Context: an optimization exercise on an open-source flow, tuned for small area, a short achievable clock period and few clock cycles per item. The choices shown serve that exercise and are no tape-out recipe.
RTL that was checked went through simulation tests only; none was proved equivalent to the original.
The RTL of run 5 was laid out without a check of its function.
No activity file was given, so power comes from the tool's default toggle rates.

==> flow/run.sh <==
#!/bin/bash
# synth_recipe.tcl (not shown) runs the flow's synth.tcl, then flattens the netlist and writes it again
# the make line also repeats each setting of config.mk as NAME=value (left out here)
make -C /OpenROAD-flow-scripts/flow DESIGN_CONFIG=/design/flow/config.mk WORK_HOME=/design/flow/orfs CLKGATE_MAP_FILE= SYNTH_SCRIPT=/design/flow/synth_recipe.tcl finish
==> flow/config.mk <==
export PLATFORM = sky130hd
export DESIGN_NAME = file_transfer_sector_splitter
export DESIGN_NICKNAME = file_transfer_sector_splitter
export VERILOG_FILES = /design/flow/design.v
export SDC_FILE = /design/flow/constraint.sdc
export NUM_CORES = 4
export LEC_CHECK = 0
export ABC_AREA = 1
export CAP_MARGIN = 20
export CORE_MARGIN = 2
export CORE_UTILIZATION = 65
export SLEW_MARGIN = 20
==> flow/constraint.sdc <==
create_clock -name core_clock -period 5.5 [get_ports {aclk}]
set_input_delay 1.1000 -clock core_clock [delete_from_list [all_inputs] [get_ports {aclk}]]
set_output_delay 1.1000 -clock core_clock [all_outputs]
set_load 0.01 [all_outputs]
==> flow/design.v <==
package ftss_pkg;
    localparam int FTSS_SECTOR_BYTES      = 512;
    localparam int FTSS_FILE_SECTOR_LIMIT = 32;
    localparam int FTSS_QUEUE_DEPTH       = 2;
    localparam int STATUS_W = 3;
    localparam int FILE_W   = 16;
    localparam int OFFSET_W = 9;
    localparam int COUNT_W  = 10;
    localparam int ADDR_W   = 4;
    typedef enum logic [STATUS_W-1:0] {
        ST_CHUNK   = 3'd0,
        ST_EMPTY   = 3'd1,
        ST_NOSPACE = 3'd2,
        ST_BADPOS  = 3'd3,
        ST_ERASED  = 3'd4
    } status_t;
    typedef enum logic [1:0] {
        REG_ERASED = 2'd0,
        REG_SPF    = 2'd1,
        REG_MAIN   = 2'd2,
        REG_BACKUP = 2'd3
    } reg_index_t;
endpackage
import ftss_pkg::*;
module file_transfer_sector_splitter
#(
    parameter int SECTOR_BYTES      = FTSS_SECTOR_BYTES,
    parameter int FILE_SECTOR_LIMIT = FTSS_FILE_SECTOR_LIMIT
) (
    input  logic                aclk,
    input  logic                aresetn,
    input  logic                psel,
    input  logic                penable,
    input  logic                pwrite,
    input  logic [ADDR_W-1:0]   paddr,
    input  logic [31:0]         pwdata,
    output logic [31:0]         prdata,
    output logic                pready,
    input  logic                s_valid,
    output logic                s_ready,
    input  logic                s_req_type,
    input  logic [FILE_W-1:0]   s_file_index,
    input  logic signed [31:0]  s_position,
    input  logic [31:0]         s_transfer_length,
    output logic                m_valid,
    input  logic                m_ready,
    output logic [STATUS_W-1:0] m_status,
    output logic [31:0]         m_physical_sector,
    output logic [OFFSET_W-1:0] m_sector_offset,
    output logic [COUNT_W-1:0]  m_chunk_bytes,
    output logic                m_last
);
    logic        erased_reg;
    logic [5:0]  spf_reg;
    logic [31:0] main_reg;
    logic [31:0] backup_reg;
    logic        cfg_write;
    logic [1:0]  cfg_index;
    assign pready    = 1'b1;
    assign cfg_write = psel && penable && pwrite;
    assign cfg_index = paddr[3:2];
    always_ff @(posedge aclk) begin
        if (!aresetn) begin
            erased_reg <= 1'b0;
            spf_reg    <= 6'd1;
            main_reg   <= 32'd0;
            backup_reg <= 32'd1;
        end else if (cfg_write) begin
            unique case (cfg_index)
                REG_ERASED: erased_reg <= pwdata[0];
                REG_SPF:    spf_reg    <= pwdata[5:0];
                REG_MAIN:   main_reg   <= pwdata;
                REG_BACKUP: backup_reg <= pwdata;
                default:    erased_reg <= erased_reg;
            endcase
        end
    end
    always_comb begin
        unique case (cfg_index)
            REG_ERASED: prdata = {31'd0, erased_reg};
            REG_SPF:    prdata = {26'd0, spf_reg};
            REG_MAIN:   prdata = main_reg;
            REG_BACKUP: prdata = backup_reg;
            default:    prdata = '0;
        endcase
    end
    logic        a_big21, b_big21, a_big22, b_big22;
    logic        cfg_eq, cfg_adj;
    always_comb begin
        a_big21 = |main_reg[31:21];
        b_big21 = |backup_reg[31:21];
        a_big22 = |main_reg[31:22];
        b_big22 = |backup_reg[31:22];
        cfg_eq  = main_reg == backup_reg;
        cfg_adj = !a_big22 && !b_big22
               && ((main_reg[21:0] + 22'd1 == backup_reg[21:0])
                || (backup_reg[21:0] + 22'd1 == main_reg[21:0]));
    end
    logic [5:0]          spf_e;
    logic                pos_oob;
    logic [STATUS_W-1:0] in_status;
    logic [15:0]         in_sum;
    logic [14:0]         in_end;
    logic [20:0]         in_s0;
    logic                r_valid;
    logic [STATUS_W-1:0] r_status;
    logic [20:0]         r_s0;
    logic [13:0]         r_pos;
    logic [14:0]         r_end;
    logic                o_take;
    always_comb begin
        spf_e   = spf_reg[5] ? 6'd32 : {1'b0, spf_reg[4:0]};
        pos_oob = (|s_position[30:14]) || ({1'b0, s_position[13:9]} >= spf_e);
        if (erased_reg)
            in_status = ST_ERASED;
        else if (s_position[31])
            in_status = ST_BADPOS;
        else if (pos_oob)
            in_status = s_req_type ? ST_NOSPACE : ST_EMPTY;
        else if (s_transfer_length == 32'd0)
            in_status = ST_EMPTY;
        else
            in_status = ST_CHUNK;
        in_sum = {2'b00, s_position[13:0]} + {1'b0, s_transfer_length[14:0]};
        in_end = ((|s_transfer_length[31:15]) || (in_sum[15:9] >= {1'b0, spf_e}))
               ? {spf_e, 9'd0} : in_sum[14:0];
        in_s0  = 21'(s_file_index * spf_e) + 21'(s_position[13:9]);
    end
    assign s_ready = !r_valid || o_take;
    always_ff @(posedge aclk) begin
        if (!aresetn) begin
            r_valid <= 1'b0;
        end else if (s_valid && s_ready) begin
            r_valid <= 1'b1;
        end else if (o_take) begin
            r_valid <= 1'b0;
        end
    end
    always_ff @(posedge aclk) begin
        if (s_valid && s_ready) begin
            r_status <= in_status;
            r_s0     <= in_s0;
            r_pos    <= s_position[13:0];
            r_end    <= in_end;
        end
    end
    logic                o_valid;
    logic [STATUS_W-1:0] o_status;
    logic [21:0]         o_sector;
    logic [8:0]          o_offset;
    logic [9:0]          o_bytes;
    logic [4:0]          o_cnt;      
    logic [8:0]          o_lb;       
    logic                ld_ge1, ld_ge2, ld_ca, ld_cb, ld_da, ld_db;
    logic [21:0]         ld_sp1;
    logic [21:0]         ld_sector;
    logic [4:0]          ld_ke, ld_k0, ld_cnt;
    logic [9:0]          ld_bytes;
    always_comb begin
        ld_sp1    = {1'b0, r_s0} + 22'd1;
        ld_ca     = !a_big21 && (r_s0 >= main_reg[20:0]);
        ld_cb     = !b_big21 && (r_s0 >= backup_reg[20:0]);
        ld_da     = !a_big22 && (ld_sp1 >= main_reg[21:0]);
        ld_db     = !b_big22 && (ld_sp1 >= backup_reg[21:0]);
        ld_ge1    = ld_ca || ld_cb;
        ld_ge2    = cfg_eq ? ld_ge1 : (ld_da && ld_db);
        ld_sector = {1'b0, r_s0} + {20'd0, ld_ge1 && ld_ge2, ld_ge1 ^ ld_ge2};
        ld_ke     = 5'(r_end[14:9] - {5'd0, r_end[8:0] == 9'd0});
        ld_k0     = r_pos[13:9];
        ld_cnt    = ld_ke - ld_k0;
        ld_bytes  = (ld_ke == ld_k0) ? 10'(r_end - {1'b0, r_pos})
                                     : 10'd512 - {1'b0, r_pos[8:0]};
    end
    logic [21:0]         nx_q;
    logic                nx_e1;
    logic [1:0]          nx_inc;
    logic [21:0]         nx_sector;
    always_comb begin
        nx_q      = o_sector + 22'd1;
        nx_e1     = (!a_big22 && (nx_q == main_reg[21:0]))
                 || (!b_big22 && (nx_q == backup_reg[21:0]));
        nx_inc    = nx_e1 ? ((cfg_eq || cfg_adj) ? 2'd3 : 2'd2) : 2'd1;
        nx_sector = o_sector + {20'd0, nx_inc};
    end
    logic o_done, o_step;
    assign o_done = o_valid && m_ready && (o_cnt == 5'd0);
    assign o_take = !o_valid || o_done;
    assign o_step = o_valid && m_ready && (o_cnt != 5'd0);
    always_ff @(posedge aclk) begin
        if (!aresetn) begin
            o_valid <= 1'b0;
        end else if (o_take) begin
            o_valid <= r_valid;
        end
    end
    always_ff @(posedge aclk) begin
        if (o_take && r_valid) begin
            o_status <= r_status;
            if (r_status == ST_CHUNK) begin
                o_sector <= ld_sector;
                o_offset <= r_pos[8:0];
                o_bytes  <= ld_bytes;
                o_cnt    <= ld_cnt;
                o_lb     <= r_end[8:0];
            end else begin
                o_sector <= '0;
                o_offset <= '0;
                o_bytes  <= '0;
                o_cnt    <= '0;
            end
        end else if (o_step) begin
            o_sector <= nx_sector;
            o_offset <= '0;
            o_bytes  <= (o_cnt == 5'd1) ? {o_lb == 9'd0, o_lb} : 10'd512;
            o_cnt    <= o_cnt - 5'd1;
        end
    end
    assign m_valid           = o_valid;
    assign m_status          = o_status;
    assign m_physical_sector = {10'd0, o_sector};
    assign m_sector_offset   = o_offset;
    assign m_chunk_bytes     = o_bytes;
    assign m_last            = (o_cnt == 5'd0);
endmodule
==> qor_table.md, run 1 <==
| Group | Item | This run |
|---|---|---|
| flow run | Max Cap Viol | 0 |
| synth | Most area-hungry cell type in the Yosys netlist | edfxtp_1 |
| setup path | Worst endpoint data arrival time | 5.49 ns |
| floorplan | Floorplan core area | 0.02778 sq mm |
| floorplan | Row cnt | 61 |
| power and ir drop | Leakage power summed over all cells | 9.771 nW |
| floorplan | I/O pin total | 214 |
| drt | Post-detailed-route wirelength per cell | 20.12 microns |
| setup path | Startpoint type of the worst setup path | input port |
| global routing | Number of global-route vias before repair | 18,627 |
| setup path | Req. time, crit path | 5.71 ns |
| hold path | Launch instance of the worst min-delay path | r_status[2] |
| final layout | Synth-to-Final Area Change | 16.90% |
| synth | Mapped Avg Cell Area | 7.236 sq um |
| timing | Unrepaired setup endpoints after global routing | false |
| power and ir drop | VDD IR max | 0.0002347 V |
| timing | Setup TNS | 0 ns |
| synth | Share of async-settable or async-resettable flops after synthesis | 0 |
| setup path | Origin of the critical flop-to-flop path | spf_reg[5] |
| timing | Rel. slew slack | 0.2534 |
| timing | Minimum period implied by the final worst setup slack | 5.274 ns |
| final layout | Post-route core utilization | 0.7718 |
| timing | Finish-stage setup viols | 0 |
| clocking | Post-cts resize count | 0 |
| clocking | Number of buffers between clock root and the deepest sink | 2 |
| drt | Drt via density | 6.203 |
| synth | Number of cells produced by synthesis | 2,535 |
| final layout | Number of non-filler instances in the completed layout | 3,131 |
| synth | Number of enable-type register cells in the synthesized netlist | 110 |
| drt | Number of nets still failing antenna checks after routing | 0 |
| clocking | CTS HTree Levels | 4 |
| drt | Count of vias placed by the detailed router | 19,423 |
| clocking | Count of buffers added by post-CTS timing repair for setup | 0 |
| global routing | Global routing usage summed across all routing layers | 0.4284 |
| synth | Dominant cell by count in the synthesized netlist | nand2_1 |
| clocking | Cts-stage hold buffer count | 0 |
| clocking | CTS Sinks | 183 |
| drt | Wirelength, routed | 63.01 mm |
| floorplan | Floorplan die height | 172.0 microns |
| drt | First-pass DRT Iterations | 6 |
| place | Post-detailed-placement cell area | 0.02083 sq mm |
| timing | Final hold violation count | 0 |
| setup path | Critical path fanouts, max | 4 |
| timing | Final worst clock skew | 0.01932 ns |
| global routing | Maximum number of pins on one net before global-route repair | 72 |
| setup path | Sort of element at the end of the critical path | flip-flop |
| place | Worst slack at placement | -0.1830 ns |
| clocking | Clock latency at the later pin of the worst-skew pair | 0.47 ns |
| timing | Transition time at the pin with the least slew margin | 1.119 ns |
| setup path | Critical path class | in -> reg |
| timing | Number of max-slew violations in the final report | 0 |
| final layout | Final antenna diode count | 0 |
| global routing | Global-route wire length before repair | 96.59 mm |
| floorplan | Total Die Area | 0.02958 sq mm |
| synth | Leading post-synthesis cells by cell area | edfxtp_1 (18%), ha_1 (13%), nand2_1 (12%) |
| clocking | Clock-pin slew of the registers on the worst-case setup and hold paths | 0.08 ns |
| hold path | End point of the worst hold path | o_status[2] |
| global routing | Antenna violations before repair | 1 |
| power and ir drop | Power Density | 206.2 mW/mm^2 |
| timing | Period Utilization, post-route | 0.9588 |
| drt | Iteration-0 DRC count of the detailed router | 2,521 |
| setup path | Register-to-Register Setup Slack | 0.29 ns |
| synth | Seq/Total Area, Yosys | 0.2598 |
| setup path | Worst reg2reg endpoint | r_s0[19] |
| clocking | Number of CTS-inserted buffers | 17 |
| synth | Total number of yosys warnings | 1 |
| power and ir drop | Total chip power | 4.421 mW |
| setup path | Reg2reg path depth | 22 |
| floorplan | Initial cell density of the core | 0.6602 |
| place | RePlAce Congestion | 1.053 |
| synth | Post-synthesis instance area | 0.01834 sq mm |
| synth | Area share of the largest cell type after synthesis | 0.1801 |
| place | Inst Count DP | 3,099 |
| hold path | Worst min-delay path class | reg -> reg |
| place | Hpwl dp | 49.01 mm |
| run status | Run status | finished clean |
| synth | Post-synth top cells | nand2_1 (602), inv_1 (346), nor2_1 (230) |
| drt | Residual DRC count | 0 |
| timing | Hold Worst Slack | 0.4673 ns |
| final layout | Summed area of non-filler cells in the final layout | 0.02144 sq mm |
| timing | Final setup margin | 0.2265 ns |
| place | Count of input and output buffers | 200 |
| clocking | Clock tree from TritonCTS | yes |
| clocking | Clk Tree Root Cell | clkbuf_16 |
| floorplan | Width of the die | 172.0 microns |
| timing | Fmax achieved | 0.1896 GHz |
| synth | Yosys reg bits | 183 |
| final layout | Post-layout net count | 3,114 |
| hold path | Number of stages on the worst hold path | 0 |
| global routing | GRT Residual Overflow | 0 |
| synth | Main synth FF type | edfxtp_1 |
| final layout | Fraction of layout instances using a drive strength above 1 | 0.04432 |
| final layout | Total of fill cells in the finished design | 2,064 |
| synth | Distinct cell type count after synthesis | 55 |
[logic make-up (layout without fill, tap and decap cells)]
logic type	Yosys count	count (layout)	share of synthesized area
AO/OA/AOI/OAI	396	396	0.1205
XOR/XNOR	126	126	0.06173
adder cells (fa/ha/maj)	250	250	0.1963
buffers and inverters	414	623	0.08881
flip-flops	183	183	0.2598
multiplexers	1	1	0.0005457
other	2	11	0.0004094
AND/OR/NAND/NOR	1163	1163	0.2720
[cells in the final DEF (no fill, tap or decap), types with 11 or more instances in the layout]
master and count:
a21oi_1 162, buf_4 38, clkbuf_16 17, clkdlybuf4s50_1 199
conb_1 11, dfxtp_1 73, edfxtp_1 110, fa_1 63
ha_1 187, inv_1 344, nand2_1 600, nand2_2 12
nand3_1 170, nand4_1 57, nor2_1 230, nor2_2 11
nor3_1 38, nor4_1 23, o21ai_0 135, o22ai_1 39
xnor2_1 44, xor2_1 80
[layer usage]
metal  GRT usage  up-vias  share of wire  routed length [microns]
met5           0        -              0                        0
met2      0.7053     1342           0.46                    28930
met3     0.08171      367           0.11                     6785
met1      0.5069     8864           0.36                    22390
met4      0.2970        0          0.078                     4904
li1            -     8850              -                        -
[critical path, cell delays in order]
cell	delay [ns]
clkdlybuf4s50_1	0.56
nand2_1	0.12
fa_1	0.57
inv_1	0.07
ha_1	0.29
inv_1	0.06
fa_1	0.52
fa_1	0.53
inv_1	0.04
ha_1	0.33
a21oi_1	0.18
nand2_1	0.10
a21oi_1	0.19
o21ai_0	0.16
a21boi_1	0.26
o21ai_1	0.14
nand2_1	0.10
nand2_1	0.06
nand2_1	0.06
nand2_1	0.04
[where the power goes]
part | leakage, nW | internal (mW) | switching [mW]
clock | 0.286 | 0.612 | 0.655
sequential | 1.66 | 1.56 | 0.121
combinational | 7.83 | 0.587 | 0.888
[final cells by class]
type,count,area [sq um],share of cell area
Clock buffer,17,425.4,0.01984
Multi-Input combinational cell,1947,12000,0.5598
Inverter,353,1325,0.06180
Tap cell,378,473.0,0.02206
Timing Repair Buffer,238,2282,0.1064
Sequential cell,183,4765,0.2222
Clock inverter,15,167.7,0.007819
[worst max path at each step]
stage                               start       end  slack, ns
final                     s_file_index[2]  r_s0[19]       0.23
after global routing      s_file_index[3]  r_s0[19]      0.009
after CTS                 s_file_index[2]  r_s0[19]       0.26
after detailed placement  s_file_index[2]  r_s0[19]      -0.18
after global placement    s_file_index[2]  r_s0[19]       0.06
after floorplan                spf_reg[5]  r_s0[17]       0.69
Testbench counts, summed over its fixed seeds: cycles 49,244, requests 12,000.
==> run 2: changes to the inputs <==
--- a/flow/config.mk
+++ b/flow/config.mk
@@ -7,6 +7,5 @@
 export LEC_CHECK = 0
-export ABC_AREA = 1
 export CAP_MARGIN = 20
 export CORE_MARGIN = 2
-export CORE_UTILIZATION = 65
+export CORE_UTILIZATION = 40
 export SLEW_MARGIN = 20
==> run 2 against run 1 <==
Synthesized cell count is 16% lower; final cell count is 3.9% lower; design area is 4.5% higher; global-route usage is 18 points lower.
==> qor_table.md, run 2 <==
| Group | Item | This run | Change |
|---|---|---|---|
| run status | Run status | finished clean |  |
| synth | Dominant cell by count in the synthesized netlist | nand2_1 |  |
| final layout | Multi-input gate area | 0.01245 sq mm | +3.7% |
| setup path | Reg2reg path depth | 21 | -4.5% |
| setup path | Req. time, crit path | 5.70 ns | about the same |
| hold path | Launch instance of the worst min-delay path | r_status[0] |  |
| timing | Rel. slew slack | 0.3783 | +0.1249 |
| global routing | Maximum number of pins on one net before global-route repair | 74 | +2.8% |
| setup path | Critical path fanouts, max | 5 | +1 |
| drt | Highest layer used for signal routing | met4 |  |
| timing | Number of max-slew violations in the final report | 0 | unchanged |
| synth | Mux share of post-synthesis cell area | 0.02621 | +0.02566 |
| synth | Main synth FF type | edfxtp_1 |  |
| setup path | Register-to-Register Setup Slack | 0.26 ns | -0.03 ns |
| floorplan | I/O pin total | 214 | unchanged |
| synth | Simple-gate portion of the synthesized area | 0.2041 | -0.06790 |
| floorplan | Floorplan core area | 0.04528 sq mm | +63% |
| timing | Fmax achieved | 0.1909 GHz | +0.65% |
| final layout | Synth-to-Final Area Change | 22.50% |  |
| synth | Distinct cell type count after synthesis | 80 | +45% |
| setup path | Sort of element at the end of the critical path | flip-flop |  |
| floorplan | Floorplan die height | 217.8 microns | +27% |
| global routing | Global routing usage summed across all routing layers | 0.2447 | -0.1836 |
| timing | Unrepaired setup endpoints after global routing | false |  |
| setup path | Critical path buffers and inverters | 1 | -3 |
| drt | First-pass DRT Iterations | 7 | +1 |
| drt | Iteration-0 DRC count of the detailed router | 1,290 | -49% |
| synth | Total number of yosys warnings | 1 | unchanged |
| setup path | Worst endpoint data arrival time | 5.44 ns | -0.05 ns |
| synth | Area share of the largest cell type after synthesis | 0.1807 | +0.0005792 |
| final layout | Most frequent standard cell in the layout excluding fill and tap cells | nand2_1 |  |
| hold path | Number of stages on the worst hold path | 0 | unchanged |
| floorplan | Initial cell density of the core | 0.4038 | -0.2565 |
| drt | Wirelength, routed | 58.38 mm | -7.3% |
| global routing | Antenna violations before repair | 0 | -1 |
| global routing | GRT Residual Overflow | 0 | unchanged |
| timing | Transition time at the pin with the least slew margin | 0.9326 ns | -0.1861 ns |
| clocking | Clk Tree Root Cell | clkbuf_16 |  |
| clocking | Clock latency at the later pin of the worst-skew pair | 0.47 ns | about the same |
| power and ir drop | Power Density | 193.5 mW/mm^2 | -6.2% |
| floorplan | Total Die Area | 0.04743 sq mm | +60% |
| drt | Drt via density | 5.495 | -11% |
| synth | Most area-hungry cell type in the Yosys netlist | edfxtp_1 |  |
| synth | Area share of xor/xnor cells in the synthesized design | 0.1060 | +0.04427 |
| final layout | Fraction of layout instances using a drive strength above 1 | 0.09585 | +0.05154 |
| place | Count of input and output buffers | 200 | unchanged |
| power and ir drop | Leakage power summed over all cells | 8.968 nW | -8.2% |
| synth | Mapped Avg Cell Area | 8.544 sq um | +18% |
| place | Hpwl dp | 47.04 mm | -4.0% |
| clocking | Clock tree from TritonCTS | yes |  |
| drt | Residual DRC count | 0 | unchanged |
| synth | Leading post-synthesis cells by cell area | edfxtp_1 (18%), ha_1 (13%), dfxtp_1 (8.0%) |  |
| setup path | Cell-by-cell listing of the critical path | nand3_1 > buf_4 > nor3_1 > xor2_1 > ha_1 > a21o_1 > a21o_1 > a2111oi_1 > nor4_2 > o41ai_1 > a31o_2 > mux2i_1 > ha_1 > ha_1 > fa_1 > nand4_1 > nor2_1 > nand2_1 > nor3_1 > xnor2_1 > o22ai_1 |  |
| synth | Synthesized-area fraction occupied by adder cells | 0.1969 | +0.0006314 |
| synth | Number of cells produced by synthesis | 2,140 | -16% |
| synth | Post-synthesis instance area | 0.01828 sq mm | -0.32% |
| synth | Number of enable-type register cells in the synthesized netlist | 110 | unchanged |
| drt | Count of vias placed by the detailed router | 16,539 | -15% |
| drt | Post-detailed-route wirelength per cell | 19.39 microns | -3.6% |
| setup path | Critical path's top delay family | compound AO/OA/AOI/OAI gates |  |
| synth | Dominant combinational cell family by area after synthesis | simple AND/OR/NAND/NOR gates |  |
| timing | Period Utilization, post-route | 0.9526 | -0.006233 |
| drt | Number of nets still failing antenna checks after routing | 0 | unchanged |
| clocking | Clock-pin slew of the registers on the worst-case setup and hold paths | 0.07 ns | about the same |
| final layout | Sequential Area | 0.004765 sq mm | unchanged |
| floorplan | Row cnt | 78 | +28% |
| setup path | Most frequent CP cell | ha_1 |  |
| global routing | Global-route wire length before repair | 90.45 mm | -6.4% |
| synth | Seq/Total Area, Yosys | 0.2606 | +0.0008355 |
| hold path | End point of the worst hold path | o_status[0] |  |
| setup path | Critical path class | reg -> reg |  |
| setup path | Startpoint type of the worst setup path | flip-flop |  |
| final layout | Commonest non-fill, non-tap cells in the layout | nand2_1 (308), clkdlybuf4s50_1 (198), ha_1 (185) |  |
| synth | Share of async-settable or async-resettable flops after synthesis | 0 | unchanged |
| timing | Final worst clock skew | 0.01231 ns | -0.007009 ns |
| drt | Met2 wirelength from detailed routing | 27.23 mm | -5.9% |
| synth | Yosys reg bits | 183 | unchanged |
| clocking | Cts-stage hold buffer count | 0 | unchanged |
| timing | Finish-stage setup viols | 0 | unchanged |
| drt | Wire length on met1 | 26.25 mm | +17% |
| clocking | Number of CTS-inserted buffers | 17 | unchanged |
| timing | Minimum period implied by the final worst setup slack | 5.239 ns | -0.03428 ns |
| drt | WL met3 | 3.539 mm | -48% |
| clocking | Number of buffers between clock root and the deepest sink | 2 | unchanged |
| setup path | Slowest CP cell | edfxtp_1 |  |
| power and ir drop | VDD IR max | 0.0001702 V | -27% |
| final layout | Post-layout net count | 2,771 | -11% |
| setup path | Largest incremental delay on the critical path | 0.49 ns | -0.08 ns |
| timing | Final hold violation count | 0 | unchanged |
| power and ir drop | Total chip power | 4.333 mW | -2.0% |
| place | RePlAce Congestion | 0.9732 | -7.6% |
| clocking | CTS HTree Levels | 4 | unchanged |
| clocking | CTS Sinks | 183 | unchanged |
| final layout | Final antenna diode count | 0 | unchanged |
| setup path | Origin of the critical flop-to-flop path | r_s0[0] |  |
| flow run | Max Cap Viol | 0 | unchanged |
| timing | Hold Worst Slack | 0.4510 ns | -0.01626 ns |
| global routing | Number of global-route vias before repair | 16,110 | -14% |
| floorplan | Width of the die | 217.8 microns | +27% |
| synth | Complex-gate fraction of the synthesized area | 0.1411 | +0.02064 |
| setup path | Worst reg2reg endpoint | o_sector[20] |  |
| synth | Post-synth top cells | nand2_1 (308), ha_1 (187), inv_1 (162) |  |
| hold path | Worst min-delay path class | reg -> reg |  |
| final layout | Total of fill cells in the finished design | 4,339 | +110% |
[run 2: changes by cell type after synthesis, sizes merged, moves of 63 or more]
cell    before  now
xnor2       44  134
inv        350  165
nor2       249  119
a21oi      163   76
nand2      614  308
a21boi       3   66
o21ai      140   62
nand3      172   56
[run 2: per-stage QoR]
stage,instance area (sq um),TNS (ns),setup WS (ns),util,instances
3_5_place_dp,21660,-1.101,-0.4114,0.4782,2973
3_3_place_gp,21660,-0.7700,-0.3381,0.4782,2973
5_1_grt,22400,0,0.03725,0.4946,3010
4_1_cts,22300,0,0.1023,0.4925,3005
6_report,22400,0,0.2608,0.4946,3010
2_1_floorplan,18320,0,0.3621,-,2149
[run 2: layout make-up]
type / count / area share
multi-input cells: 1673 / 0.5559
flip-flops and latches: 183 / 0.2127
repair buffers: 355 / 0.1409
well taps: 600 / 0.03352
inverters: 167 / 0.02799
clock buffers: 19 / 0.01933
clock inverters: 13 / 0.009608
[run 2: worst register-to-register path, stage by stage, from the launching register on]
cell and delay [ns]:
edfxtp_1 0.49, nand3_1 0.13, buf_4 0.18, nor3_1 0.22
xor2_1 0.32, ha_1 0.32, a21o_1 0.19, a21o_1 0.18
a2111oi_1 0.47, nor4_2 0.10, o41ai_1 0.34, a31o_2 0.15
mux2i_1 0.10, ha_1 0.29, ha_1 0.21, fa_1 0.40
nand4_1 0.14, nor2_1 0.07, nand2_1 0.16, nor3_1 0.09
xnor2_1 0.33, o22ai_1 0.11
[run 2: logic make-up after synthesis]
group / after synthesis
other cells: 2
flops: 183
mux: 46
fa+ha+maj: 250
compound gates: 380
xor+xnor: 218
simple gates: 768
buf+inv: 293
[run 2: how the worst max path moves through the flow]
stage | slack, ns | to | start | depth (start not counted)
6_report | 0.26 | o_sector[20] | r_s0[0] | 21
5_1_grt | 0.04 | r_s0[20] | s_file_index[2] | 19
4_1_cts | 0.10 | r_s0[20] | s_file_index[2] | 19
3_5_place_dp | -0.41 | r_s0[20] | s_file_index[2] | 19
3_3_place_gp | -0.34 | r_s0[20] | s_file_index[2] | 19
2_1_floorplan | 0.36 | r_s0[19] | s_file_index[6] | 16
[run 2: metal layers]
metal,vias to the layer above,track usage
met5,-,0
met4,0,0.07483
met3,86,0.04463
met2,522,0.3977
met1,7983,0.3305
li1,7948,-
[run 2: timing repair]
action / 4_1_cts / 5_1_grt
resized for setup: 0 / 13
buffers inserted: 0 / 5
endpoints found under the setup margin: 0 / 11
[run 2: where the power goes]
group / switching, mW / internal (mW)
clock network: 0.559 / 0.812
logic: 0.692 / 0.628
registers: 0.0894 / 1.55
total: 1.34 / 2.99
==> run 3: changes to the inputs <==
==> flow/flow/run.sh (new file) <==
#!/bin/bash
# The standard layout (standard.sh, standard synthesis), with the port buffers
# made as sky130_fd_sc_hd__buf_1 cells.
set -euo pipefail
bash standard.sh "BUFFER_PORTS_ARGS=-buffer_cell sky130_fd_sc_hd__buf_1" finish > make_finish.log 2>&1
==> flow/standard.sh (new file) <==
#!/bin/bash
# synth_recipe.tcl (not shown) runs the flow's synth.tcl, then flattens the netlist and writes it again
# the make line also repeats each setting of config.mk as NAME=value (left out here)
make -C /OpenROAD-flow-scripts/flow DESIGN_CONFIG=/design/flow/config.mk WORK_HOME=/design/flow/orfs CLKGATE_MAP_FILE= SYNTH_SCRIPT=/design/flow/synth_recipe.tcl "${@:-finish}"
removed: flow/run.sh
==> run 3 against run 2 <==
Still clean; sequential power is essentially flat; synthesized cell count is the same; clock skew shrank 0.00061 ns; global-route usage shrank 0.50 points; power shrank 4.8%; utilization shrank 3.3 points; final cell count shrank 0.96%; worst setup slack lost 0.043 ns; worst hold slack gained 0.0030 ns; wire length shrank 1.9%; combinational power shrank 8%; sequential cell count is the same; critical path type unchanged; largest cell class unchanged; largest power group unchanged.
==> qor_table.md, run 3 <==
| Group | Item | This run | Change |
|---|---|---|---|
| drt | Count of vias placed by the detailed router | 16,491 | -0.29% |
| flow run | Max Cap Viol | 0 | unchanged |
| power and ir drop | Clock share of power | 0.311 | -0.005 |
| clocking | Number of buffers between clock root and the deepest sink | 2 | unchanged |
| setup path | Critical path class | reg -> reg |  |
| clocking | Clk Tree Root Cell | clkbuf_16 |  |
| drt | Wirelength, routed | 57.24 mm | -1.9% |
| clocking | Clock latency at the later pin of the worst-skew pair | 0.46 ns | about the same |
| clocking | Number of CTS-inserted buffers | 17 | unchanged |
| timing | Final worst clock skew | 0.01169 ns | -0.0006122 ns |
| synth | Main synth FF type | edfxtp_1 |  |
| drt | Drt via density | 5.532 | +0.68% |
| drt | First-pass DRT Iterations | 5 | -2 |
| place | Hpwl dp | 45.83 mm | -2.6% |
| timing | Unrepaired setup endpoints after global routing | true |  |
| drt | Number of nets still failing antenna checks after routing | 0 | unchanged |
| synth | Number of enable-type register cells in the synthesized netlist | 110 | unchanged |
| setup path | Critical path fanouts, max | 5 | unchanged |
| floorplan | I/O pin total | 214 | unchanged |
| final layout | Synth-to-Final Area Change | 14.28% |  |
| setup path | Req. time, crit path | 5.69 ns | about the same |
| clocking | CTS Sinks | 183 | unchanged |
| global routing | Antenna violations before repair | 1 | +1 |
| floorplan | Width of the die | 217.8 microns | unchanged |
| final layout | Multi-input gate area | 0.01244 sq mm | -0.13% |
| floorplan | Initial cell density of the core | 0.4038 | unchanged |
| place | RePlAce Congestion | 0.9783 | +0.52% |
| floorplan | Row cnt | 78 | unchanged |
| global routing | Number of global-route vias before repair | 15,700 | -2.5% |
| timing | Final setup margin | 0.2180 ns | -0.04281 ns |
| synth | Post-synthesis instance area | 0.01828 sq mm | unchanged |
| synth | Share of async-settable or async-resettable flops after synthesis | 0 | unchanged |
| timing | Final hold violation count | 0 | unchanged |
| synth | Yosys reg bits | 183 | unchanged |
| clocking | Cts-stage hold buffer count | 0 | unchanged |
| timing | Finish-stage setup viols | 0 | unchanged |
| drt | Residual DRC count | 0 | unchanged |
| synth | Dominant cell by count in the synthesized netlist | nand2_1 |  |
| drt | Post-detailed-route wirelength per cell | 19.20 microns | -0.99% |
| clocking | Clock tree from TritonCTS | yes |  |
| power and ir drop | Switching component of the power | 1.392 mW | +3.8% |
| final layout | Final antenna diode count | 0 | unchanged |
| power and ir drop | Sequential share of power | 0.397 | +0.018 |
| floorplan | Floorplan die height | 217.8 microns | unchanged |
| synth | Total number of yosys warnings | 1 | unchanged |
| synth | Post-synth top cells | nand2_1 (308), ha_1 (187), inv_1 (162) |  |
| synth | Most area-hungry cell type in the Yosys netlist | edfxtp_1 |  |
| timing | Transition time at the pin with the least slew margin | 0.8884 ns | -0.04421 ns |
| setup path | Startpoint type of the worst setup path | flip-flop |  |
| final layout | Sequential Area | 0.004765 sq mm | unchanged |
| clocking | CTS HTree Levels | 4 | unchanged |
| global routing | Maximum number of pins on one net before global-route repair | 74 | unchanged |
| hold path | Worst min-delay path class | reg -> reg |  |
| clocking | Clock-pin slew of the registers on the worst-case setup and hold paths | 0.08 ns | about the same |
| synth | Area share of the largest cell type after synthesis | 0.1807 | unchanged |
| synth | Leading post-synthesis cells by cell area | edfxtp_1 (18%), ha_1 (13%), dfxtp_1 (8.0%) |  |
| timing | Period Utilization, post-route | 0.9604 | +0.007784 |
| timing | Rel. slew slack | 0.4078 | +0.02947 |
| power and ir drop | Switching power as a share of total power | 0.3374 | +0.02810 |
| power and ir drop | Leakage power summed over all cells | 8.284 nW | -7.6% |
| timing | Number of max-slew violations in the final report | 0 | unchanged |
| final layout | Fraction of layout instances using a drive strength above 1 | 0.08526 | -0.01059 |
| drt | Iteration-0 DRC count of the detailed router | 1,582 | +23% |
| synth | Seq/Total Area, Yosys | 0.2606 | unchanged |
| synth | Number of cells produced by synthesis | 2,140 | unchanged |
| global routing | Global routing usage summed across all routing layers | 0.2398 | -0.004989 |
| final layout | Commonest non-fill, non-tap cells in the layout | nand2_1 (308), buf_1 (198), ha_1 (186) |  |
| synth | Mapped Avg Cell Area | 8.544 sq um | unchanged |
| run status | Run status | finished clean |  |
| final layout | Most frequent standard cell in the layout excluding fill and tap cells | nand2_1 |  |
| synth | Distinct cell type count after synthesis | 80 | unchanged |
| floorplan | Total Die Area | 0.04743 sq mm | unchanged |
| final layout | Post-layout net count | 2,742 | -1.0% |
| global routing | Global-route wire length before repair | 88.74 mm | -1.9% |
| setup path | Sort of element at the end of the critical path | flip-flop |  |
| power and ir drop | VDD IR max | 0.0001503 V | -12% |
| power and ir drop | Total chip power | 4.124 mW | -4.8% |
| floorplan | Floorplan core area | 0.04528 sq mm | unchanged |
| place | Count of input and output buffers | 200 | unchanged |
| final layout | Total of fill cells in the finished design | 4,490 | +3.5% |
| power and ir drop | Total internal power | 2.733 mW | -8.7% |
| setup path | Worst endpoint data arrival time | 5.48 ns | +0.04 ns |
| power and ir drop | Power Density | 197.4 mW/mm^2 | +2.0% |
| place | Worst slack at placement | -0.009176 ns | +0.4022 ns |
| timing | Minimum period implied by the final worst setup slack | 5.282 ns | +0.04281 ns |
| power and ir drop | Proportion of power drawn by combinational gates | 0.292 | -0.013 |
| timing | Fmax achieved | 0.1893 GHz | -0.81% |
| global routing | GRT Residual Overflow | 0 | unchanged |
run 3: worst paths after layout:
kind / startpoint / to / slack, ns / cells past startpoint
max: r_s0[1] / o_sector[20] / 0.22 / 22
min reg2reg: r_status[0] / o_status[0] / 0.45 / 0
max reg2reg: r_s0[1] / o_sector[20] / 0.22 / 22
min: r_status[0] / o_status[0] / 0.45 / 0
run 3: repair_timing:
item,4_1_cts,5_1_grt
endpoints found under the hold margin,0,0
gates resized for setup,0,11
endpoints found under the setup margin,0,10
setup buffers,0,4
run 3: routing by layer:
layer / vias to the layer above / share of wire / track usage / wire length, microns
met5: - / 0.00023 / 0 / 13
met4: 2 / 0.024 / 0.07392 / 1399
met3: 94 / 0.062 / 0.03096 / 3549
met2: 554 / 0.46 / 0.3813 / 26150
met1: 7957 / 0.46 / 0.3384 / 26130
li1: 7884 / - / - / -
run 3: critical path, cell delays in order (launching register included):
cell,delay [ns]
edfxtp_1,0.48
ha_2,0.29
nand4_1,0.21
nor2_2,0.18
buf_4,0.13
xor2_1,0.21
ha_1,0.29
a21o_1,0.19
a2111oi_2,0.39
nor4_2,0.09
buf_4,0.14
o41ai_1,0.40
a31o_2,0.16
mux2i_1,0.09
ha_1,0.29
ha_1,0.21
fa_1,0.40
nand4_1,0.14
nor2_1,0.07
nand2_1,0.13
nor3_1,0.08
xnor2_1,0.33
o22ai_1,0.12
run 3: metrics by stage:
stage                     cells  hold WS, ns    util  cell area [sq um]   TNS (ns)
final                      2981       0.4541  0.4614              20900          0
after detailed placement   2945       0.4391  0.4462              20210  -0.009176
after floorplan            2149       0.4274       -              18320          0
after global routing       2981       0.4686  0.4614              20900   -0.05295
after global placement     2945       0.4330  0.4462              20210          0
after CTS                  2977       0.4566  0.4599              20830          0
run 3: cells by family after synthesis:
logic type               share of synthesized area
AND/OR/NAND/NOR                             0.2041
AO/OA/AOI/OAI                               0.1411
buffers and inverters                      0.06467
adder cells (fa/ha/maj)                     0.1969
XOR/XNOR                                    0.1060
flip-flops                                  0.2606
multiplexers                               0.02621
other                                    0.0004107
run 3: power by group through the flow:
stage,logic [mW],registers [mW],clock network (mW)
after global routing,1.34,1.65,1.35
after detailed placement,1.18,1.67,0
final,1.21,1.64,1.28
after floorplan,0.775,1.66,0
after CTS,1.18,1.64,1.30
after global placement,1.15,1.66,0
run 3: final cells by class:
cell class              count  share of cell area
clock buffers              18             0.02102
flip-flops and latches    183              0.2280
inverters                 167             0.03000
repair buffers            326             0.08132
clock inverters            14            0.008563
multi-input cells        1673              0.5952
well taps                 600             0.03593
==> run 4: changes to the inputs <==
--- a/flow/config.mk
+++ b/flow/config.mk
@@ -7,5 +7,6 @@
 export LEC_CHECK = 0
+export ABC_AREA = 1
 export CAP_MARGIN = 20
 export CORE_MARGIN = 2
-export CORE_UTILIZATION = 40
+export CORE_UTILIZATION = 65
 export SLEW_MARGIN = 20
==> run 4 against run 3 <==
Still clean on timing, DRC and antenna; design area is 3.0% lower; sequential cell count stayed put; non-clock buffer count is 81 lower; power grew 4.9%; combinational power is 13% higher; fmax grew 0.81%; highest routed layer unchanged.
==> qor_table.md, run 4 <==
| Group | Item | This run | Change |
|---|---|---|---|
| final layout | Total of fill cells in the finished design | 2,299 | -49% |
| drt | Wirelength, routed | 60.73 mm | +6.1% |
| synth | Post-synthesis instance area | 0.01834 sq mm | +0.32% |
| clocking | CTS HTree Levels | 4 | unchanged |
| place | Worst slack at placement | 0.2070 ns | +0.2161 ns |
| timing | Setup TNS | 0 ns | unchanged |
| synth | Number of enable-type register cells in the synthesized netlist | 110 | unchanged |
| setup path | Startpoint type of the worst setup path | flip-flop |  |
| synth | Leading post-synthesis cells by cell area | edfxtp_1 (18%), ha_1 (13%), nand2_1 (12%) |  |
| drt | Post-detailed-route wirelength per cell | 19.35 microns | +0.76% |
| timing | Final setup margin | 0.2603 ns | +0.04230 ns |
| global routing | Global routing usage summed across all routing layers | 0.4088 | +0.1690 |
| timing | Final hold violation count | 0 | unchanged |
| place | Inst Count DP | 3,103 | +5.4% |
| drt | Number of nets still failing antenna checks after routing | 0 | unchanged |
| clocking | Number of CTS-inserted buffers | 17 | unchanged |
| drt | Iteration-0 DRC count of the detailed router | 2,233 | +41% |
| setup path | Req. time, crit path | 5.68 ns | about the same |
| final layout | Post-layout net count | 3,121 | +14% |
| hold path | Worst min-delay path class | reg -> reg |  |
| setup path | Origin of the critical flop-to-flop path | r_s0[14] |  |
| power and ir drop | Power Density | 213.3 mW/mm^2 | +8.1% |
| timing | Number of max-slew violations in the final report | 0 | unchanged |
| timing | Period Utilization, post-route | 0.9527 | -0.007692 |
| place | Count of input and output buffers | 200 | unchanged |
| floorplan | Floorplan core area | 0.02778 sq mm | -39% |
| global routing | Antenna violations before repair | 1 | unchanged |
| power and ir drop | Leakage power summed over all cells | 9.275 nW | +12% |
| floorplan | Row cnt | 61 | -22% |
| timing | Transition time at the pin with the least slew margin | 1.180 ns | +0.2919 ns |
| synth | Most area-hungry cell type in the Yosys netlist | edfxtp_1 |  |
| timing | Hold Worst Slack | 0.4480 ns | -0.006055 ns |
| timing | Rel. slew slack | 0.2123 | -0.1955 |
| setup path | Worst reg2reg endpoint | o_sector[18] |  |
| hold path | Launch instance of the worst min-delay path | r_status[0] |  |
| synth | Main synth FF type | edfxtp_1 |  |
| final layout | Summed area of non-filler cells in the final layout | 0.02027 sq mm | -3.0% |
| power and ir drop | Total chip power | 4.325 mW | +4.9% |
| place | RePlAce Congestion | 1.008 | +3.0% |
| clocking | CTS Sinks | 183 | unchanged |
| floorplan | I/O pin total | 214 | unchanged |
| setup path | Critical path fanouts, max | 7 | +2 |
| global routing | GRT Residual Overflow | 0 | unchanged |
| floorplan | Total Die Area | 0.02958 sq mm | -38% |
| clocking | Clock latency at the later pin of the worst-skew pair | 0.46 ns | about the same |
| floorplan | Width of the die | 172.0 microns | -21% |
| synth | Share of async-settable or async-resettable flops after synthesis | 0 | unchanged |
| final layout | Post-route core utilization | 0.7296 | +0.2682 |
| floorplan | Initial cell density of the core | 0.6602 | +0.2565 |
| timing | Fmax achieved | 0.1909 GHz | +0.81% |
| synth | Area share of the largest cell type after synthesis | 0.1801 | -0.0005792 |
| flow run | Max Cap Viol | 0 | unchanged |
| synth | Number of cells produced by synthesis | 2,535 | +18% |
| final layout | Commonest non-fill, non-tap cells in the layout | nand2_1 (600), inv_1 (344), nor2_1 (230) |  |
| power and ir drop | VDD IR max | 0.0002163 V | +44% |
| clocking | Clock tree from TritonCTS | yes |  |
| timing | Finish-stage setup viols | 0 | unchanged |
| place | Hpwl dp | 47.32 mm | +3.3% |
| drt | First-pass DRT Iterations | 6 | +1 |
| clocking | Clk Tree Root Cell | clkbuf_16 |  |
| timing | Final worst clock skew | 0.02151 ns | +0.009814 ns |
| final layout | Number of non-filler instances in the completed layout | 3,139 | +5.3% |
| setup path | Sort of element at the end of the critical path | flip-flop |  |
| global routing | Number of global-route vias before repair | 18,009 | +15% |
| clocking | Number of buffers between clock root and the deepest sink | 2 | unchanged |
| synth | Yosys reg bits | 183 | unchanged |
| synth | Total number of yosys warnings | 1 | unchanged |
| timing | Minimum period implied by the final worst setup slack | 5.240 ns | -0.04230 ns |
| final layout | Fraction of layout instances using a drive strength above 1 | 0.04674 | -0.03852 |
| place | Post-detailed-placement cell area | 0.01963 sq mm | -2.9% |
| floorplan | Floorplan die height | 172.0 microns | -21% |
| hold path | Number of stages on the worst hold path | 0 | unchanged |
| global routing | Global-route wire length before repair | 92.60 mm | +4.4% |
| synth | Mapped Avg Cell Area | 7.236 sq um | -15% |
| setup path | Critical path class | reg -> reg |  |
| drt | WL met3 | 6.174 mm | +74% |
| final layout | Synth-to-Final Area Change | 10.51% |  |
| clocking | Clock-pin slew of the registers on the worst-case setup and hold paths | 0.09 ns | about the same |
| setup path | Worst endpoint data arrival time | 5.42 ns | -0.06 ns |
| drt | Drt via density | 6.043 | +9.2% |
| final layout | Most frequent standard cell in the layout excluding fill and tap cells | nand2_1 |  |
| global routing | Maximum number of pins on one net before global-route repair | 72 | -2.7% |
| synth | Dominant cell by count in the synthesized netlist | nand2_1 |  |
| drt | Residual DRC count | 0 | unchanged |
| synth | Seq/Total Area, Yosys | 0.2598 | -0.0008355 |
| run status | Run status | finished clean |  |
| synth | Post-synth top cells | nand2_1 (602), inv_1 (346), nor2_1 (230) |  |
| setup path | Register-to-Register Setup Slack | 0.26 ns | +0.04 ns |
| drt | Count of vias placed by the detailed router | 18,970 | +15% |
| drt | Highest layer used for signal routing | met5 |  |
| hold path | End point of the worst hold path | o_status[0] |  |
| setup path | Reg2reg path depth | 26 | +18% |
| synth | Distinct cell type count after synthesis | 55 | -31% |
| drt | Met2 wirelength from detailed routing | 28.33 mm | +8.3% |
| drt | Wire length on met1 | 22.38 mm | -14% |
## run 4: cell count changes in the layout (fill, tap and decap cells not counted), moves of 39 or more
| cell | previous run | this run |
|---|---|---|
| a21oi_1 | 74 | 162 |
| o21ai_0 | 61 | 137 |
| nor2_1 | 117 | 230 |
| xnor2_1 | 134 | 44 |
| a21boi_0 | 66 | 1 |
| buf_4 | 126 | 43 |
| inv_1 | 162 | 344 |
| nand3_1 | 55 | 170 |
| nor2b_1 | 54 | 0 |
| mux2i_1 | 40 | 1 |
| nand2_1 | 308 | 600 |
## run 4: worst max-delay path by stage
stage                     from      endpoint  slack (ns)  depth (start not counted)
3_3_place_gp   s_file_index[4]      r_s0[19]        0.28                         20
5_1_grt               r_s0[14]  o_sector[13]       -0.13                         26
4_1_cts             spf_reg[5]      r_s0[19]        0.33                         19
6_report              r_s0[14]  o_sector[18]        0.26                         26
2_1_floorplan       spf_reg[5]      r_s0[17]        0.69                         24
3_5_place_dp   s_file_index[4]      r_s0[19]        0.21                         20
## run 4: logic make-up (layout without fill, tap and decap cells)
group                    after synthesis  in the layout  synth area share
AND/OR/NAND/NOR                     1163           1163            0.2720
buffers and inverters                414            630           0.08881
AO/OA/AOI/OAI                        396            396            0.1205
adder cells (fa/ha/maj)              250            250            0.1963
flip-flops                           183            183            0.2598
XOR/XNOR                             126            126           0.06173
other                                  2             12         0.0004094
multiplexers                           1              1         0.0005457
## run 4: critical path, stage by stage, from the launching register on
cell      delay (ns)
edfxtp_1        0.65
nand2_1         0.17
nor2_1          0.16
inv_1           0.10
nor4_1          0.30
nand4_1         0.18
xor2_1          0.35
ha_1            0.30
nand2_1         0.06
inv_1           0.05
nand3_1         0.13
inv_1           0.06
a21oi_1         0.18
nand4_1         0.15
nand3_1         0.11
nand2_1         0.09
ha_1            0.31
ha_1            0.19
fa_1            0.21
nand2_1         0.07
nor2_1          0.15
inv_1           0.09
buf_4           0.14
nor3_1          0.36
nand2_1         0.14
xor2_1          0.16
o22ai_1         0.09
## run 4: timing repair
action / 4_1_cts / 5_1_grt
setup endpoints to repair: 0 / 8
buffers inserted: 0 / 3
hold buffers: 0 / 0
gates resized for setup: 0 / 5
## run 4: final cells by class
| class | count | area [sq um] | area share |
|---|---|---|---|
| flip-flops and latches | 183 | 4765 | 0.2350 |
| multi-input cells | 1947 | 12010 | 0.5925 |
| clock buffers | 17 | 425.4 | 0.02099 |
| inverters | 353 | 1329 | 0.06555 |
| clock inverters | 15 | 161.4 | 0.007962 |
| well taps | 378 | 473.0 | 0.02333 |
| repair buffers | 245 | 1105 | 0.05450 |
| diodes | 1 | 2.502 | 0.0001234 |
## run 4: per-layer routing
layer	vias up	track usage
met1	8657	0.4841
met3	267	0.09361
met4	2	0.2419
li1	8850	-
met5	-	0
met2	1194	0.6805
## run 4: where the power goes
| group | total [mW] | internal, mW | switching, mW |
|---|---|---|---|
| combinational | 1.37 | 0.497 | 0.873 |
| sequential | 1.68 | 1.56 | 0.121 |
| clock | 1.28 | 0.645 | 0.631 |
==> run 5: changes to the inputs <==
--- a/flow/design.v
+++ b/flow/design.v
@@ -86,13 +86,7 @@
     end
-    logic        a_big21, b_big21, a_big22, b_big22;
-    logic        cfg_eq, cfg_adj;
-    always_comb begin
-        a_big21 = |main_reg[31:21];
-        b_big21 = |backup_reg[31:21];
-        a_big22 = |main_reg[31:22];
-        b_big22 = |backup_reg[31:22];
-        cfg_eq  = main_reg == backup_reg;
-        cfg_adj = !a_big22 && !b_big22
-               && ((main_reg[21:0] + 22'd1 == backup_reg[21:0])
-                || (backup_reg[21:0] + 22'd1 == main_reg[21:0]));
+    logic        a_big, b_big, cfg_eq;
+    always_comb begin
+        a_big  = |main_reg[31:22];
+        b_big  = |backup_reg[31:22];
+        cfg_eq = main_reg == backup_reg;
     end
@@ -104,2 +98,11 @@
     logic [20:0]         in_s0;
+    logic [20:0]         pp0, pp1, pp2, pp3, pp4, pp5;
+    logic [41:0]         cs1, cs2, cs3, cs4;
+    function automatic logic [41:0] csa(input logic [20:0] x, input logic [20:0] y,
+                                        input logic [20:0] z);
+        logic [20:0] sum, cry;
+        sum = x ^ y ^ z;
+        cry = {((x[19:0] & y[19:0]) | (x[19:0] & z[19:0]) | (y[19:0] & z[19:0])), 1'b0};
+        csa = {cry, sum};
+    endfunction
     logic                r_valid;
@@ -126,3 +129,13 @@
                ? {spf_e, 9'd0} : in_sum[14:0];
-        in_s0  = 21'(s_file_index * spf_e) + 21'(s_position[13:9]);
+        pp0 = {5'd0, s_file_index & {16{spf_e[0]}}};
+        pp1 = {4'd0, s_file_index & {16{spf_e[1]}}, 1'b0};
+        pp2 = {3'd0, s_file_index & {16{spf_e[2]}}, 2'b0};
+        pp3 = {2'd0, s_file_index & {16{spf_e[3]}}, 3'b0};
+        pp4 = spf_e[5] ? {s_file_index, 5'd0} : {1'd0, s_file_index & {16{spf_e[4]}}, 4'b0};
+        pp5 = {16'd0, s_position[13:9]};
+        cs1    = csa(pp0, pp1, pp2);
+        cs2    = csa(pp3, pp4, pp5);
+        cs3    = csa(cs1[20:0], cs1[41:21], cs2[20:0]);
+        cs4    = csa(cs3[20:0], cs3[41:21], cs2[41:21]);
+        in_s0  = cs4[20:0] + cs4[41:21];
     end
@@ -153,5 +166,2 @@
     logic [8:0]          o_lb;       
-    logic                ld_ge1, ld_ge2, ld_ca, ld_cb, ld_da, ld_db;
-    logic [21:0]         ld_sp1;
-    logic [21:0]         ld_sector;
     logic [4:0]          ld_ke, ld_k0, ld_cnt;
@@ -159,10 +169,2 @@
     always_comb begin
-        ld_sp1    = {1'b0, r_s0} + 22'd1;
-        ld_ca     = !a_big21 && (r_s0 >= main_reg[20:0]);
-        ld_cb     = !b_big21 && (r_s0 >= backup_reg[20:0]);
-        ld_da     = !a_big22 && (ld_sp1 >= main_reg[21:0]);
-        ld_db     = !b_big22 && (ld_sp1 >= backup_reg[21:0]);
-        ld_ge1    = ld_ca || ld_cb;
-        ld_ge2    = cfg_eq ? ld_ge1 : (ld_da && ld_db);
-        ld_sector = {1'b0, r_s0} + {20'd0, ld_ge1 && ld_ge2, ld_ge1 ^ ld_ge2};
         ld_ke     = 5'(r_end[14:9] - {5'd0, r_end[8:0] == 9'd0});
@@ -173,12 +175,29 @@
     end
-    logic [21:0]         nx_q;
-    logic                nx_e1;
-    logic [1:0]          nx_inc;
-    logic [21:0]         nx_sector;
-    always_comb begin
-        nx_q      = o_sector + 22'd1;
-        nx_e1     = (!a_big22 && (nx_q == main_reg[21:0]))
-                 || (!b_big22 && (nx_q == backup_reg[21:0]));
-        nx_inc    = nx_e1 ? ((cfg_eq || cfg_adj) ? 2'd3 : 2'd2) : 2'd1;
-        nx_sector = o_sector + {20'd0, nx_inc};
+    logic                sx_step;
+    logic [21:0]         sx_x;
+    logic [22:0]         sx_da, sx_db;
+    logic                sx_a_ge, sx_b_ge, sx_a_m1, sx_b_m1, sx_a_m2, sx_b_m2;
+    logic                sx_g1, sx_g2, sx_e1, sx_f;
+    logic [1:0]          sx_inc;
+    logic [21:0]         sx_sector;
+    always_comb begin
+        sx_step = o_valid && (o_cnt != 5'd0);
+        sx_x    = sx_step ? o_sector : {1'b0, r_s0};
+        sx_da   = {1'b0, sx_x} - {1'b0, main_reg[21:0]};
+        sx_db   = {1'b0, sx_x} - {1'b0, backup_reg[21:0]};
+        sx_a_ge = !a_big && !sx_da[22];
+        sx_b_ge = !b_big && !sx_db[22];
+        sx_a_m1 = !a_big && (sx_da == 23'h7F_FFFF);
+        sx_b_m1 = !b_big && (sx_db == 23'h7F_FFFF);
+        sx_a_m2 = !a_big && (sx_da == 23'h7F_FFFE);
+        sx_b_m2 = !b_big && (sx_db == 23'h7F_FFFE);
+        sx_g1   = sx_a_ge || sx_b_ge;
+        sx_g2   = cfg_eq ? sx_g1 : ((sx_a_ge || sx_a_m1) && (sx_b_ge || sx_b_m1));
+        sx_e1   = sx_a_m1 || sx_b_m1;
+        sx_f    = cfg_eq || sx_a_m2 || sx_b_m2;
+        if (sx_step)
+            sx_inc = sx_e1 ? (sx_f ? 2'd3 : 2'd2) : 2'd1;
+        else
+            sx_inc = {sx_g1 && sx_g2, sx_g1 ^ sx_g2};
+        sx_sector = sx_x + {20'd0, sx_inc};
     end
@@ -199,3 +218,3 @@
             if (r_status == ST_CHUNK) begin
-                o_sector <= ld_sector;
+                o_sector <= sx_sector;
                 o_offset <= r_pos[8:0];
@@ -211,3 +230,3 @@
         end else if (o_step) begin
-            o_sector <= nx_sector;
+            o_sector <= sx_sector;
             o_offset <= '0;
==> flow/run.sh (new file) <==
#!/bin/bash
# synth_recipe.tcl (not shown) runs the flow's synth.tcl, then flattens the netlist and writes it again
# the make line also repeats each setting of config.mk as NAME=value (left out here)
make -C /OpenROAD-flow-scripts/flow DESIGN_CONFIG=/design/flow/config.mk WORK_HOME=/design/flow/orfs CLKGATE_MAP_FILE= SYNTH_SCRIPT=/design/flow/synth_recipe.tcl finish
--- a/flow/config.mk
+++ b/flow/config.mk
@@ -7,6 +7,5 @@
 export LEC_CHECK = 0
-export ABC_AREA = 1
 export CAP_MARGIN = 20
 export CORE_MARGIN = 2
-export CORE_UTILIZATION = 65
+export CORE_UTILIZATION = 40
 export SLEW_MARGIN = 20
removed: flow/flow/run.sh
removed: flow/standard.sh
==> run 5 against run 4 <==
Now fails the layout checks on setup timing; clock power hardly changed; power is 27% higher; sequential share of layout area is 1.4 points lower; largest cell class unchanged.
==> qor_table.md, run 5 <==
| Group | Item | This run | Change |
|---|---|---|---|
| power and ir drop | Switching component of the power | 1.953 mW | +20% |
| final layout | Synth-to-Final Area Change | 35.26% |  |
| power and ir drop | Switching power as a share of total power | 0.3566 | -0.01917 |
| drt | Number of nets still failing antenna checks after routing | 0 | unchanged |
| timing | Number of max-slew violations in the final report | 0 | unchanged |
| setup path | Slowest CP cell | or4_4 |  |
| setup path | Req. time, crit path | 5.70 ns | +0.02 ns |
| final layout | Most frequent standard cell in the layout excluding fill and tap cells | buf_4 |  |
| synth | Dominant cell by count in the synthesized netlist | nand2_1 |  |
| timing | Final setup margin | -0.5247 ns | -0.7850 ns |
| drt | WL met3 | 2.499 mm | -60% |
| floorplan | Row cnt | 73 | +20% |
| timing | Rel. slew slack | 0.4041 | +0.1918 |
| clocking | Number of CTS-inserted buffers | 17 | unchanged |
| place | Worst slack at placement | -0.8366 ns | -1.044 ns |
| synth | Number of cells produced by synthesis | 1,855 | -27% |
| final layout | Post-route core utilization | 0.5455 | -0.1842 |
| timing | Final hold violation count | 0 | unchanged |
| synth | Area share of the largest cell type after synthesis | 0.2071 | +0.02703 |
| synth | Total number of yosys warnings | 1 | unchanged |
| floorplan | Initial cell density of the core | 0.4033 | -0.2570 |
| setup path | Critical path class | reg -> reg |  |
| setup path | Startpoint type of the worst setup path | flip-flop |  |
| drt | Drt via density | 5.242 | -13% |
| synth | Mapped Avg Cell Area | 8.598 sq um | +19% |
| power and ir drop | Power Density | 253.8 mW/mm^2 | +19% |
| place | Count of input and output buffers | 200 | unchanged |
| hold path | Number of stages on the worst hold path | 0 | unchanged |
| synth | Post-synthesis instance area | 0.01595 sq mm | -13% |
| clocking | Clock tree from TritonCTS | yes |  |
| hold path | Worst min-delay path class | reg -> reg |  |
| clocking | CTS Sinks | 183 | unchanged |
| drt | Residual DRC count | 0 | unchanged |
| final layout | Commonest non-fill, non-tap cells in the layout | buf_4 (256), nand2_1 (238), clkdlybuf4s50_1 (198) |  |
| synth | Post-synth top cells | nand2_1 (247), inv_1 (198), ha_1 (132) |  |
| synth | Most area-hungry cell type in the Yosys netlist | edfxtp_1 |  |
| floorplan | I/O pin total | 214 | unchanged |
| drt | Highest layer used for signal routing | met4 |  |
| timing | Final worst clock skew | 0.01658 ns | -0.004925 ns |
| flow run | Max Cap Viol | 0 | unchanged |
| drt | Wirelength, routed | 50.40 mm | -17% |
| power and ir drop | Proportion of power drawn by combinational gates | 0.461 | +0.144 |
| global routing | Maximum number of pins on one net before global-route repair | 74 | +2.8% |
| power and ir drop | Sequential share of power | 0.308 | -0.080 |
| run status | Run status | complete, but fails checks |  |
| place | RePlAce Congestion | 0.9324 | -7.5% |
| drt | Iteration-0 DRC count of the detailed router | 967 | -57% |
| timing | Period Utilization, post-route | 1.095 | +0.1427 |
| setup path | Reg2reg path depth | 28 | +7.7% |
| setup path | Critical path fanouts, max | 5 | -2 |
| synth | Yosys reg bits | 183 | unchanged |
| timing | Transition time at the pin with the least slew margin | 0.8917 ns | -0.2886 ns |
| global routing | GRT Residual Overflow | 0 | unchanged |
| synth | Number of enable-type register cells in the synthesized netlist | 110 | unchanged |
| global routing | Antenna violations before repair | 1 | unchanged |
| clocking | Number of buffers between clock root and the deepest sink | 2 | unchanged |
| timing | Fmax achieved | 0.1660 GHz | -13% |
| clocking | Clk Tree Root Cell | clkbuf_16 |  |
| synth | Main synth FF type | edfxtp_1 |  |
| drt | First-pass DRT Iterations | 5 | -1 |
| clocking | Clock latency at the later pin of the worst-skew pair | 0.45 ns | about the same |
| power and ir drop | Clock share of power | 0.231 | -0.064 |
| final layout | Post-layout net count | 2,577 | -17% |
| synth | Leading post-synthesis cells by cell area | edfxtp_1 (21%), ha_1 (10%), dfxtp_1 (9.2%) |  |
| synth | Seq/Total Area, Yosys | 0.2987 | +0.03898 |
| drt | Count of vias placed by the detailed router | 14,713 | -22% |
| global routing | Global routing usage summed across all routing layers | 0.2403 | -0.1685 |
| drt | Post-detailed-route wirelength per cell | 17.95 microns | -7.2% |
| timing | Minimum period implied by the final worst setup slack | 6.025 ns | +0.7850 ns |
| setup path | Sort of element at the end of the critical path | flip-flop |  |
| timing | Unrepaired setup endpoints after global routing | true |  |
| power and ir drop | Leakage power summed over all cells | 8.720 nW | -6.0% |
| setup path | Largest incremental delay on the critical path | 0.54 ns | -0.11 ns |
| setup path | Worst endpoint data arrival time | 6.22 ns | +0.80 ns |
| power and ir drop | Total internal power | 3.523 mW | +31% |
| run status | SO Faults | setup timing |  |
| synth | Distinct cell type count after synthesis | 81 | +47% |
| global routing | Number of global-route vias before repair | 14,247 | -21% |
| drt | Wire length on met1 | 23.51 mm | +5.0% |
| floorplan | Width of the die | 203.7 microns | +18% |
| timing | Finish-stage setup viols | 21 | +21 |
| final layout | Fraction of layout instances using a drive strength above 1 | 0.1846 | +0.1378 |
| floorplan | Total Die Area | 0.04149 sq mm | +40% |
| power and ir drop | VDD IR max | 0.0001813 V | -16% |
| synth | Share of async-settable or async-resettable flops after synthesis | 0 | unchanged |
| global routing | Global-route wire length before repair | 77.36 mm | -16% |
| clocking | Clock-pin slew of the registers on the worst-case setup and hold paths | 0.08 ns | about the same |
| clocking | Cts-stage hold buffer count | 0 | unchanged |
| floorplan | Floorplan core area | 0.03955 sq mm | +42% |
| clocking | CTS HTree Levels | 4 | unchanged |
| place | Hpwl dp | 40.78 mm | -14% |
| drt | Met2 wirelength from detailed routing | 22.90 mm | -19% |
| floorplan | Floorplan die height | 203.7 microns | +18% |
## run 5: critical path, delay by kind of cell, from the launching register on
family	cells	cell delay, ns
and+or+nand+nor	11	2.33
AOI/OAI and AO/OA	6	1.13
adders and majority gates	5	1.09
buffers and inverters	4	0.46
DFF	1	0.36
muxes	1	0.24
xor gates and xnor gates	1	0.16
## run 5: final cells by class
| type | count | area (sq um) |
|---|---|---|
| Antenna cell | 1 | 2.502 |
| Clock buffer | 17 | 425.4 |
| Clock inverter | 15 | 177.7 |
| Fill cell | 3685 | 17980 |
| Inverter | 199 | 747.0 |
| Multi-Input combinational cell | 1401 | 10750 |
| Sequential cell | 183 | 4765 |
| Tap cell | 525 | 656.9 |
| Timing Repair Buffer | 466 | 4050 |
## run 5: path summary, 6_finish.rpt
kind               startpoint      endpoint  slack [ns]
setup / recovery     o_cnt[1]  o_sector[16]       -0.52
setup reg to reg     o_cnt[1]  o_sector[16]       -0.52
hold / removal    r_status[2]   o_status[2]        0.48
hold reg to reg   r_status[2]   o_status[2]        0.48
## run 5: timing repair
action                                 CTS  global route
gates resized for setup                 62            51
setup endpoints to repair               22            23
buffers inserted                        11             3
pin swaps                               26            38
endpoints found under the hold margin    0             0
## run 5: power groups by stage
stage          sequential [mW]  combinational [mW]  clock, mW
2_1_floorplan             1.69                1.19          0
3_3_place_gp              1.70                2.26          0
3_5_place_dp              1.71                2.29          0
4_1_cts                   1.68                2.41       1.28
5_1_grt                   1.69                2.75       1.33
6_report                  1.69                2.53       1.27
## run 5: cells by family (layout without fill, tap and decap cells)
kind of cell | after synthesis | count (layout) | share of synthesized area
AOI/OAI and AO/OA | 370 | 370 | 0.1571
DFF | 183 | 183 | 0.2987
muxes | 58 | 58 | 0.03797
buffers and inverters | 280 | 697 | 0.07076
other | 2 | 12 | 0.0004709
and+or+nand+nor | 666 | 666 | 0.2040
xor gates and xnor gates | 111 | 111 | 0.06096
adders and majority gates | 185 | 185 | 0.1701
## run 5: per-layer routing
layer,track usage,up-vias
li1,-,7227
met1,0.3379,7066
met2,0.3806,361
met3,0.02876,59
met4,0.08472,0
met5,0,-
## run 5: metrics by stage
stage	std cells	power, mW	hold WS (ns)	setup TNS (ns)	cell area (sq um)
6_report	2807	5.476	0.4805	-8.808	21570
5_1_grt	2807	5.772	0.4863	-13.83	21570
2_1_floorplan	1864	2.882	0.4421	-3.025	16090
4_1_cts	2804	5.373	0.4766	-9.313	21310
3_3_place_gp	2761	3.964	0.4600	-12.94	20270
3_5_place_dp	2761	3.993	0.4605	-16.14	20280

re-timing with driven ports:
The results above use ideal ports. As a check the final layouts listed here were re-extracted and re-timed, cells and wires unchanged. Step 1 (the two cells are an assumption about what drives the block):
set clk [get_ports {aclk}]
set_driving_cell -lib_cell sky130_fd_sc_hd__clkbuf_16 $clk
set_driving_cell -lib_cell sky130_fd_sc_hd__buf_2 [delete_from_list [all_inputs] $clk]
Step 2 moves the port delays by t, midway between the first and last clock arrival at a register: inputs arrive t later, outputs are due t later. That takes back most of the time a late clock gives input paths. a / b / c = ideal ports / drivers / drivers and shift; a / b = the first two.
run | t (ns) | setup slack, ns | worst setup path at the end | clock arrival spread, ns | worst register clock-pin slew, ns
run 1 | 0.512 | 0.226 / 0.252 / -0.260 | input to register | 0.020 / 0.020 | 0.09 / 0.09
run 2 | 0.512 | 0.261 / 0.261 / -0.218 | input to register | 0.013 / 0.013 | 0.07 / 0.07
run 3 | 0.506 | 0.218 / 0.218 / 0.012 | input to register | 0.015 / 0.015 | 0.08 / 0.08
run 4 | 0.498 | 0.260 / 0.260 / 0.094 | input to register | 0.021 / 0.021 | 0.09 / 0.09
run 5 | 0.490 | -0.525 / -0.525 / -0.525 | register to register | 0.017 / 0.017 | 0.08 / 0.08
With both steps, setup timing fails in run 1 and run 2, where it was met with ideal ports. For run 1, which loses most, drivers alone change the setup slack by +0.026 ns; drivers and shift together by -0.486 ns.
